Source: an optimization exercise on an open RTL-to-GDS flow (aim: small area, a short achievable clock period and few clock cycles). Production flows keep margins and buffers that such runs may drop. No run shown here included a check of the RTL's function; only the layout flow was run. No activity file was given, so power comes from the tool's default toggle rates.

==> design.v <==
module neuron_state_mem #(
    parameter int DATA_W = 32,
    parameter int DEPTH  = 64,
    parameter int ADDR_W = $clog2(DEPTH)
) (
    input  logic              clk,
    input  logic              reset,
    input  logic              init_start,
    input  logic [DATA_W-1:0] init_value,
    output logic              init_busy,
    output logic              ready,
    input  logic              rd_en,
    input  logic [ADDR_W-1:0] rd_addr,
    output logic [DATA_W-1:0] rd_data,
    output logic              rd_valid,
    input  logic              wr_en,
    input  logic [ADDR_W-1:0] wr_addr,
    input  logic [DATA_W-1:0] wr_data
);
    logic                ready_q;
    logic                busy_q;
    logic [DATA_W-1:0]   init_q;
    logic [DEPTH-1:0]    written_q;
    logic [DATA_W-1:0]   rd_data_q;
    logic                rd_valid_q;
    logic [DATA_W-1:0]   mem [DEPTH];
    logic                keep;
    logic [7:0]          pw_hi_q;          
    logic [7:0]          pw_lo_q;
    logic [DATA_W-1:0]   pw_data_q;
    assign ready     = ready_q;
    assign init_busy = busy_q;
    assign rd_data   = rd_data_q;
    assign rd_valid  = rd_valid_q;
    assign keep = ready_q && !init_start;
    logic              en, bypass, pend_hit, g, use_init;
    logic [3:0]        hw;                     
    logic [3:0]        wq;                     
    logic [DATA_W-1:0] yq [4];                 
    logic [DATA_W-1:0] rd_d;
    assign en     = ready_q && rd_en;
    assign bypass = wr_en && rd_addr == wr_addr;
    assign pend_hit = pw_hi_q[rd_addr[5:3]] && pw_lo_q[rd_addr[2:0]];
    assign g      = en && !bypass && !pend_hit;
    logic [7:0] s0;                            
    logic [1:0] s1;                            
    always_comb begin
        for (int j = 0; j < 8; j++) s0[j] = rd_addr[2:0] == 3'(j);
        s1 = {rd_addr[3], !rd_addr[3]};
        for (int q = 0; q < 4; q++) begin
            wq[q] = written_q[{2'(q), rd_addr[3:0]}];
            hw[q] = g && rd_addr[5:4] == 2'(q) && wq[q];
        end
        use_init = !wq[rd_addr[5:4]];
    end
    for (genvar q = 0; q < 4; q++) begin : g_quarter
        for (genvar b = 0; b < DATA_W; b++) begin : g_bit
            logic [1:0] l1;
            for (genvar k = 0; k < 2; k++) begin : g_l1
                nsm_sel8 u_l1 (.s(s0), .d({mem[16*q+8*k+7][b], mem[16*q+8*k+6][b],
                                           mem[16*q+8*k+5][b], mem[16*q+8*k+4][b],
                                           mem[16*q+8*k+3][b], mem[16*q+8*k+2][b],
                                           mem[16*q+8*k+1][b], mem[16*q+8*k][b]}), .y(l1[k]));
            end
            nsm_sel2 u_l2 (.s(s1), .d(l1), .y(yq[q][b]));
        end
    end
    for (genvar b = 0; b < DATA_W; b++) begin : g_bit
        logic e, ie;
        assign e  = (!en && rd_data_q[b]) || (en && bypass && wr_data[b]) ||
                    (en && !bypass && pend_hit && pw_data_q[b]);
        assign ie = g && init_q[b];
        nsm_bitfin u_fin (.y({yq[3][b], yq[2][b], yq[1][b], yq[0][b]}), .hw(hw),
                          .use_init(use_init), .ie(ie), .e(e), .d(rd_d[b]));
    end
    always_ff @(posedge clk or negedge reset) begin
        if (!reset) begin
            ready_q    <= 1'b0;
            busy_q     <= 1'b1;
            rd_data_q  <= '0;
            rd_valid_q <= 1'b0;
        end else begin
            ready_q    <= 1'b1;
            busy_q     <= 1'b0;
            rd_valid_q <= en;
            rd_data_q  <= rd_d;
        end
    end
    always_ff @(posedge clk) begin
        if (!ready_q || init_start) init_q <= init_value;
        for (int i = 0; i < DEPTH; i++)
            written_q[i] <= keep && (written_q[i] || (wr_en && wr_addr == ADDR_W'(i)));
    end
    always_ff @(posedge clk) begin
        for (int j = 0; j < 8; j++) begin
            pw_hi_q[j] <= keep && wr_en && wr_addr[5:3] == 3'(j);
            pw_lo_q[j] <= wr_addr[2:0] == 3'(j);
        end
        pw_data_q <= wr_data;
        for (int i = 0; i < DEPTH; i++)
            if (pw_hi_q[i/8] && pw_lo_q[i%8]) mem[i] <= pw_data_q;
    end
endmodule
module nsm_sel8 (
    input  logic [7:0] s,
    input  logic [7:0] d,
    output logic       y
);
    assign y = |(s & d);
endmodule
module nsm_sel2 (
    input  logic [1:0] s,
    input  logic [1:0] d,
    output logic       y
);
    assign y = (s[0] && d[0]) || (s[1] && d[1]);
endmodule
module nsm_bitfin (
    input  logic [3:0] y,
    input  logic [3:0] hw,
    input  logic       use_init,
    input  logic       ie,
    input  logic       e,
    output logic       d
);
    assign d = (hw[0] && y[0]) || (hw[1] && y[1]) || (hw[2] && y[2]) || (hw[3] && y[3]) ||
               (use_init && ie) || e;
endmodule
==> flow/run.sh <==
#!/bin/bash
# Standard layout, with the port buffers made from plain buffers instead of delay cells.
set -euo pipefail
export BUFFER_PORTS_ARGS="-buffer_cell sky130_fd_sc_hd__buf_4"
bash standard.sh finish > standard_finish.log 2>&1
==> standard.sh <==
#!/bin/bash
# synth_recipe.tcl (not shown) runs the flow's synth.tcl, then flattens the netlist and writes it again
# the make line also repeats each setting of config.mk as NAME=value (left out here)
make -C /OpenROAD-flow-scripts/flow DESIGN_CONFIG=/design/flow/config.mk WORK_HOME=/design/flow/orfs CLKGATE_MAP_FILE= SYNTH_SCRIPT=/design/flow/synth_recipe.tcl "${@:-finish}"
==> config.mk <==
export PLATFORM = sky130hd
export DESIGN_NAME = neuron_state_mem
export DESIGN_NICKNAME = neuron_state_mem
export VERILOG_FILES = /design/flow/design.v
export SDC_FILE = /design/flow/constraint.sdc
export NUM_CORES = 4
export LEC_CHECK = 0
export CAP_MARGIN = 20
export CORE_MARGIN = 2
export CORE_UTILIZATION = 55
export CTS_CLUSTER_DIAMETER = 120
export CTS_CLUSTER_SIZE = 26
export SETUP_SLACK_MARGIN = 2.5
export SLEW_MARGIN = 20
export SYNTH_HIERARCHICAL = 1
export TNS_END_PERCENT = 5
==> constraint.sdc <==
create_clock -name core_clock -period 4.5 [get_ports {clk}]
set_input_delay 0.9000 -clock core_clock [delete_from_list [all_inputs] [get_ports {clk}]]
set_output_delay 0.9000 -clock core_clock [all_outputs]
set_load 0.01 [all_outputs]
==> impl_results.md, run 1 <==
- Status: no timing/DRC/antenna violations
- Sw frac: between 20 and 25%
- Setup crit start kind: input port
- Placed Cells: 6393
- Endpoints failing setup: 0
- Clock share of power: 28.6%
- Synth Register Bits: between 2000 and 2500
- GPL Wtd Cong: between 0.8 and 0.9
- GRT Residual Overflow: 0
- Vias in the first global route: around 44000
- Slowest cell delay on critical path: between 0.9 and 1 ns
- DRT antenna net count: 0
- Synthesis-to-layout area growth: 12.3%
- Met3 Wirelength: 30200 um
- Cell Pwr Density: between 300 and 400 mW/mm2
- Gr usage total: between 30% and 40%
- Main combinational cell family by area after synthesis: compound AO/OA/AOI/OAI gates
- Final min period: 2.51 ns
- WP data required: around 5.2 ns
- Largest net degree at the start of global routing: roughly 130
- Overall power: approximately 36 mW
- WL met2: around 110000 um
- Distinct cells, synth: 37
- Sw power: between 7 and 8 mW
- Register area share after synthesis: ~80%
- CTS tree: yes
- Syn avg cell area: between 15 and 20 um2
- Most common flop cell mapped by yosys: edfxtp_1
- First-pass GRT wire length: between 300000 and 400000 um
- Fin. Hold Viols: 0
- Max Slew Vio Count: 0
- Crit-path slowest cell: and3b_1
- CTS sink count: between 2000 and 2500
- Die height: between 300 and 400 um
- Worst R2R Path Depth: 10
- Fin cells: ~6600
- CTS H-tree depth: 3
- Yosys warns: 10
- Avg Vias per Cell: between 7 and 8
- Synth Net Count: ~4300
- Post-place setup slack: roughly 0.45 ns
- Compound-Gate Fraction of Synth Area: 12.8%
- CP dominant cell by count: a22oi_1
- IO Count: roughly 120
- Clk pin slew, worst setup/hold paths: roughly 0.10 ns
- # nets final: around 4700
- DR iter-0 viols: between 7000 and 8000
- Post-DP HPWL: 134000 um
- Post-Synth Adder-Cell Area: 0%
- Commonest non-fill, non-tap cell in the layout: edfxtp_1
- Starting density of the core: between 50% and 60%
- Gate Count Post-Synth: 4241
- M1 WL: around 99000 um
- Worst Setup End Kind: register
- CTS hold repair buffers: 0
- Num rows: about 140
- WL final: between 200000 and 300000 um
- Via Count: ~47000
- Cell area after synthesis: approximately 0.080 mm2
- Die Wd: between 300 and 400 um
- Commonest non-fill, non-tap cells in the layout: edfxtp_1 (2080), a22oi_1 (1056), buf_4 (263), nand4_1 (257), clkbuf_16 (103)
- Worst-Skew Late Latency: 0.77 ns
- Leakage: between 20 and 30 nW
- R2R Path End: rd_data_q[14]$_DFF_PN0_
- EDFF count, synth: 2080
- Hold Path Class: in -> async
- Clk root buf: clkbuf_16
- Top sig layer: met5
- Post-Synth Simple-Gate Area: approximately 4%
- Setup ws final: about 2.0 ns
- Multiplexer share of the synthesized area: less than 1%
- Fin Clk Skew: around 0.044 ns
- RSZ-0062 raised after global routing: true
- Port bufs: between 100 and 150
- Flop pwr share: between 60 and 70%
- Worst setup path class: in -> reg
- FF-to-FF setup slack: between 2 and 2.5 ns
- XOR/XNOR Fraction of Synth Area: less than 1%
- Ys async rst share: ~1.6%
- Crit path DAT: between 3 and 4 ns
- Avg WL per Cell: approximately 38 um
- Worst slew margin: 23.3%
- Max Cap Viol: 0
- Fmax: just under 400 MHz
- Layout cells sized above 1: 15.5%
- Worst-path cell chain: buf_16, buf_12, buf_4, and3b_1, a22oi_1, nand4_1, a22o_1, a22oi_1, nand3_1
- Total CTS buffers: 95
- Worst VDD drop: ~330 uV
- Part of the power in combinational logic: between 7 and 8%
- Total core area: between 0.1 and 0.15 mm2
- Antenna violations before repair: 11
- Die Area: 0.148 mm2
- P_int: roughly 28 mW
- First-pass DRT Iterations: 6
- Crit Reg-Reg Startpoint: pw_lo_q[0]$_DFF_P_
- Final period util: a little under three fifths
- DRC: 0
- Max clock buf depth: 3
- CP max FO: 16
- WHS: roughly 0.17 ns
- Worst-Margin Slew: approximately 1.2 ns
- Fill cells: 10141
## power by group through the flow
stage                     clock network [mW]  registers, mW  logic (mW)
final                                   10.2           22.9        2.54
after global routing                    11.0           22.9        2.62
after CTS                               10.3           22.9        2.47
after detailed placement                   0           23.4        2.21
after global placement                     0           23.4        2.19
after floorplan                            0           23.4       0.939
## Yosys cell counts, types with 5 or more instances
master / instances / area share, %
nor2_1: 72 / 0.34
nor2b_1: 8 / 0.063
nor3b_1: 9 / 0.085
mux4_2: 5 / 0.14
nor3_1: 6 / 0.038
dfrtp_1: 34 / 1.1
nand2_1: 8 / 0.038
a22oi_1: 1104 / 10
buf_2: 10 / 0.063
dfxtp_1: 112 / 2.8
edfxtp_1: 2080 / 78
a22o_1: 128 / 1.4
a221o_1: 32 / 0.40
nand4_1: 257 / 2.0
and2_1: 137 / 1.1
a21oi_1: 96 / 0.60
nand3_1: 37 / 0.23
clkbuf_1: 31 / 0.15
mux2i_1: 33 / 0.41
and3b_1: 5 / 0.055
## state kept, by name, summed over array words and instances, names as in the netlist
signal      flops
rd_valid_q      1
pw_lo_q         8
pw_hi_q         8
written_q      64
rd_data_q      32
pw_data_q      32
busy_q          1
ready_q         1
init_q         32
mem          2048
## modules after synthesis, one instance, submodules excluded
module	area, um2	cells	flops+latches
neuron_state_mem	68600	2705	2227
nsm_sel8	36.3	5	0
nsm_sel2	8.76	1	0
nsm_bitfin	25.0	4	0
## what timing repair did
| item | 4_1_cts | 5_1_grt |
|---|---|---|
| gates resized for setup | 214 | 28 |
| buffers inserted | 46 | 1 |
| pin swaps | 29 | 30 |
| cloned | 22 | 4 |
| endpoints found under the setup margin | 695 | 274 |
## metal layers
metal	track usage [%]	vias to the layer above
li1	-	19072
met1	49.1	24770
met2	50.3	2907
met3	8.11	401
met4	12.7	6
met5	0	-
## critical path, delay by kind of cell
family | cells | cell delay (ns)
compound gates | 3 | 0.67
simple gates | 3 | 1.22
buf+inv | 3 | 0.42
## metrics by stage
step | setup TNS, ns | cell area [um2] | utilization, %
2_1_floorplan | -78.42 | 79900 | -
3_3_place_gp | 0 | 84900 | 59.0
3_5_place_dp | 0 | 84900 | 59.1
4_1_cts | 0 | 89400 | 62.2
5_1_grt | 0 | 89600 | 62.3
6_report | 0 | 89700 | 62.3
## area by class of cell
class / count / area, um2 / area share [%]
multi-input cells: 1967 / 14800 / 16.5
inverters: 2 / 12.5 / 0.0140
clock buffers: 147 / 2660 / 2.96
diodes: 9 / 22.5 / 0.0251
clock inverters: 4 / 37.5 / 0.0419
flip-flops and latches: 2227 / 65700 / 73.2
repair buffers: 367 / 4130 / 4.60
well taps: 1903 / 2380 / 2.66
## worst max path at each step
stage | start | to | slack (ns) | depth (start not counted)
6_report | rd_addr[0] | rd_data_q[1]$_DFF_PN0_ | 1.99 | 9
3_5_place_dp | rd_addr[0] | rd_data_q[4]$_DFF_PN0_ | 0.45 | 12
5_1_grt | pw_lo_q[0]$_DFF_P_ | rd_data_q[8]$_DFF_PN0_ | 1.96 | 11
4_1_cts | rd_addr[0] | rd_data_q[17]$_DFF_PN0_ | 2.11 | 11
2_1_floorplan | rd_addr[2] | rd_data_q[0]$_DFF_PN0_ | -2.47 | 8
3_3_place_gp | rd_addr[0] | rd_data_q[6]$_DFF_PN0_ | 0.50 | 12
## kinds of logic (layout without fill, tap and decap cells)
kind of cell,after synthesis,count (layout)
AO/OA/AOI/OAI,1364,1364
flip-flops,2227,2227
XOR/XNOR,6,6
multiplexers,38,39
AND/OR/NAND/NOR,555,556
buffers and inverters,49,520
other,2,11
==> run 2: changes to the inputs <==
--- a/config.mk
+++ b/config.mk
@@ -10,7 +10,7 @@
 export CORE_UTILIZATION = 55
 export CTS_CLUSTER_DIAMETER = 120
 export CTS_CLUSTER_SIZE = 26
-export SETUP_SLACK_MARGIN = 2.5
+export SETUP_SLACK_MARGIN = 2.4
 export SLEW_MARGIN = 20
 export SYNTH_HIERARCHICAL = 1
 export TNS_END_PERCENT = 5
==> run 2 against run 1 <==
Global-route usage about the same. Area after synthesis unchanged. Via count decreased by 0.22%. Highest routed layer unchanged. Still clean on timing, DRC and antenna.
==> impl_results.md, run 2 <==
- Max Slew Vio Count: 0 (unchanged)
- Top post-synthesis cells by count: edfxtp_1 (2080), a22oi_1 (1104), nand4_1 (257), and2_1 (137), a22o_1 (128)
- Port bufs: 115 (unchanged)
- WL final: 253000 um (about the same)
- Largest register by flop count: mem
- Worst-path cell chain: buf_6, mux4_2, mux2i_1, nor3_2, nor3b_4, buf_4, nor4b_4, buf_6, buf_6, a22oi_1, nand3_1
- Synthesis-to-layout area growth: 12.4% (about the same)
- First-pass DRT Iterations: 8 (+2)
- # nets final: 4745 (+0.084%)
- R2R Path End: rd_data_q[29]$_DFF_PN0_
- Final period util: 55.2% (-0.67 points)
- Layout cells sized above 1: 15.5% (-0.034 points)
- GPL Wtd Cong: 0.866 (unchanged)
- Crit-path slowest cell: mux4_2
- Status: no timing/DRC/antenna violations
- CP max FO: 8 (-8)
- Top post-synthesis cells by area: edfxtp_1 (78%), a22oi_1 (10%), dfxtp_1 (2.8%)
- Cell Pwr Density: 398 mW/mm2 (about the same)
- IO Count: 116 (unchanged)
- FF-to-FF setup slack: 2.02 ns (-0.04 ns)
- Total CTS buffers: 95 (unchanged)
- Vias in the first global route: 44260 (-0.16%)
- Crit path DAT: 3.17 ns (-0.05 ns)
- Clk root buf: clkbuf_16
- Setup ws final: 2.02 ns (+0.0304 ns)
- DRC: 0 (unchanged)
- Register area share after synthesis: 82.2% (unchanged)
- Worst setup path class: reg -> reg
- Leakage: 27.8 nW (+0.11%)
- Slowest cell delay on critical path: 0.44 ns (-0.52 ns)
- DRT antenna net count: 0 (unchanged)
- Post-place setup slack: 0.455 ns (unchanged)
- Final min period: 2.48 ns (-0.0304 ns)
- CTS H-tree depth: 3 (unchanged)
- Die Area: 0.148 mm2 (unchanged)
- Worst-Skew Late Latency: 0.78 ns (about the same)
- Largest regs: mem: 2048 flops, written_q: 64 flops
- Worst R2R Path Depth: 11 (+1)
- Gr usage total: 33.8% (about the same)
- CP top delay family: buffers and inverters
- Fmax: 403 MHz (+1.2%)
- Most common flop cell mapped by yosys: edfxtp_1
- Die height: 385 um (unchanged)
- Largest net degree at the start of global routing: 129 (unchanged)
- Yosys warns: 10 (unchanged)
- WP data required: 5.18 ns (-0.03 ns)
- Antenna violations before repair: 15 (+4)
- Commonest non-fill, non-tap cell in the layout: edfxtp_1
- Endpoints failing setup: 0 (unchanged)
- Hold Path Class: in -> async
- CTS sink count: 2227 (unchanged)
- DR iter-0 viols: 6937 (-4.5%)
- Crit Reg-Reg Startpoint: pw_lo_q[0]$_DFF_P_
- Max clock buf depth: 3 (unchanged)
- Area post-placement: 0.0849 mm2 (unchanged)
- Synth Register Bits: 2227 (unchanged)
- Syn avg cell area: 18.8 um2 (unchanged)
- GRT Residual Overflow: 0 (unchanged)
- Avg Vias per Cell: 7.10 (-0.18%)
- Worst-Margin Slew: 1.17 ns (+0.0176 ns)
- Fin Clk Skew: 0.0418 ns (-0.00201 ns)
- Post-DP HPWL: 134000 um (unchanged)
- Worst Setup End Kind: register
- Buf/Inv on CP: 4 (+1)
- Synth Net Count: 4322 (unchanged)
- Starting density of the core: 55.5% (unchanged)
- Die Wd: 385 um (unchanged)
- Worst VDD drop: 329 uV (+0.65%)
- RSZ-0062 raised after global routing: true
- Total Neg Setup Slack: 0 ns (unchanged)
- Max reg flops: 2048 (unchanged)
- Via Count: 47050 (-0.22%)
- Setup crit start kind: register
- Most common cell in the netlist: edfxtp_1
- Leading area contributor after synthesis: edfxtp_1
- EDFF count, synth: 2080 (unchanged)
- Gate Count Post-Synth: 4241 (unchanged)
- Cell area after synthesis: 0.0798 mm2 (unchanged)
- First-pass GRT wire length: 348000 um (about the same)
- CP dominant cell by count: buf_6
- Commonest non-fill, non-tap cells in the layout: edfxtp_1 (2080), a22oi_1 (1063), buf_4 (266), nand4_1 (257), clkbuf_16 (102)
- Worst slew margin: 22.1% (-1.2 points)
- Clk pin slew, worst setup/hold paths: 0.10 ns (about the same)
- Avg WL per Cell: 38.2 um (about the same)
- Post-synth top area share: 78.3% (unchanged)
- Max Cap Viol: 0 (unchanged)
- Distinct cells, synth: 37 (unchanged)
- Total core area: 0.144 mm2 (unchanged)
- CTS hold repair buffers: 0 (unchanged)
- Post-route cell area: 0.0897 mm2 (about the same)
- CTS tree: yes
- Ys async rst share: 1.57% (unchanged)
- Num rows: 139 (unchanged)
- Fin. Hold Viols: 0 (unchanged)
-- run 2: cell counts after synthesis --
No cell type changed its count.
-- run 2: per-module statistics from Yosys (local to each module, per instance) --
module / flip-flops and latches / copies in the design / cells
nsm_sel8: 0 / 256 / 5
neuron_state_mem: 2227 / 1 / 2705
nsm_bitfin: 0 / 32 / 4
nsm_sel2: 0 / 128 / 1
-- run 2: layout make-up --
cell class              count  area [um2]
repair buffers            371        4180
well taps                1903        2380
clock buffers             147        2660
clock inverters             4        37.5
fillers                 10130       54100
flip-flops and latches   2227       65700
multi-input cells        1967       14800
inverters                   2        12.5
diodes                      2        5.00
-- run 2: cells by family (layout without fill, tap and decap cells) --
kind of cell              count (synthesis)  count (layout)  synth area share [%]
DFF                                    2227            2227                  82.2
AOI/OAI and AO/OA                      1364            1364                  12.8
and+or+nand+nor                         555             556                  4.10
buffers and inverters                    49             524                 0.274
muxes                                    38              39                 0.555
xor gates and xnor gates                  6               6                0.0659
other                                     2               4               0.00941
-- run 2: worst reg2reg max path, stage by stage, from the launching register on --
cell,delay [ns]
dfxtp_2,0.33
buf_6,0.11
mux4_2,0.44
mux2i_1,0.17
nor3_2,0.10
nor3b_4,0.26
buf_4,0.17
nor4b_4,0.19
buf_6,0.21
buf_6,0.20
a22oi_1,0.11
nand3_1,0.12
-- run 2: per-layer routing --
metal | global-route usage (%) | share of wire (%) | up-vias
li1 | - | - | 19074
met1 | 49.0 | 39 | 24697
met2 | 50.5 | 45 | 2893
met3 | 8.11 | 12 | 370
met4 | 12.4 | 4.0 | 16
met5 | 0 | 0.071 | -
-- run 2: how the worst max path moves through the flow --
stage                                  start                       to  cells past startpoint
after floorplan                   rd_addr[2]   rd_data_q[0]$_DFF_PN0_                      8
after global placement            rd_addr[0]   rd_data_q[6]$_DFF_PN0_                     12
after detailed placement          rd_addr[0]   rd_data_q[4]$_DFF_PN0_                     12
after CTS                         rd_addr[0]  rd_data_q[17]$_DFF_PN0_                     11
after global routing      pw_lo_q[0]$_DFF_P_  rd_data_q[25]$_DFF_PN0_                     11
final                     pw_lo_q[0]$_DFF_P_  rd_data_q[29]$_DFF_PN0_                     11
-- run 2: per-stage QoR --
stage / power (mW) / hold WS, ns / utilization [%] / instances
floorplan: 24.3 / 0.436 / - / 4241
global placement: 25.6 / 0.443 / 59.0 / 6392
detailed placement: 25.6 / 0.450 / 59.1 / 6393
CTS: 35.7 / 0.156 / 62.2 / 6612
global route: 36.5 / 0.183 / 62.4 / 6622
finish: 35.7 / 0.169 / 62.4 / 6623
-- run 2: repair_timing --
item                                   in CTS  in global routing
pin swaps                                  24                 34
setup endpoints to repair                 427                135
endpoints found under the hold margin       0                  0
resized for setup                         207                 42
buffers inserted                           46                  5
gates cloned                               22                  4
-- run 2: report_power, final --
group          internal, mW  total [mW]  leakage [nW]  switching [mW]
logic                 0.855        2.55          6.42            1.69
clock network          4.12        10.2          1.30            6.09
registers              22.7        22.9          20.1           0.217

separate check: timing with driven ports:
How much do the figures lean on ideal ports? The routed layouts below were timed once more, with nothing changed but the port constraints.
Step 1: set_driving_cell puts a clkbuf_16 on clk and a buf_2 on each other input, an assumption about the parent block.
Step 2 also shifts input and output timing later by t, the mid clock arrival at the registers, as if the neighbouring blocks saw the same clock.
a / b / c = ideal ports / drivers / drivers and shift; a / b = the first two.
run | t (ns) | setup slack, ns | worst slew at a driven data input, ns
run 1 | 0.836 | 1.986 / 1.974 / 1.138 | 0.15
run 2 | 0.842 | 2.016 / 1.948 / 1.106 | 0.16
After both steps every run listed still meets setup and hold. The setup slack of run 2, which loses most, moves by -0.068 ns with the drivers and by -0.910 ns with both steps.
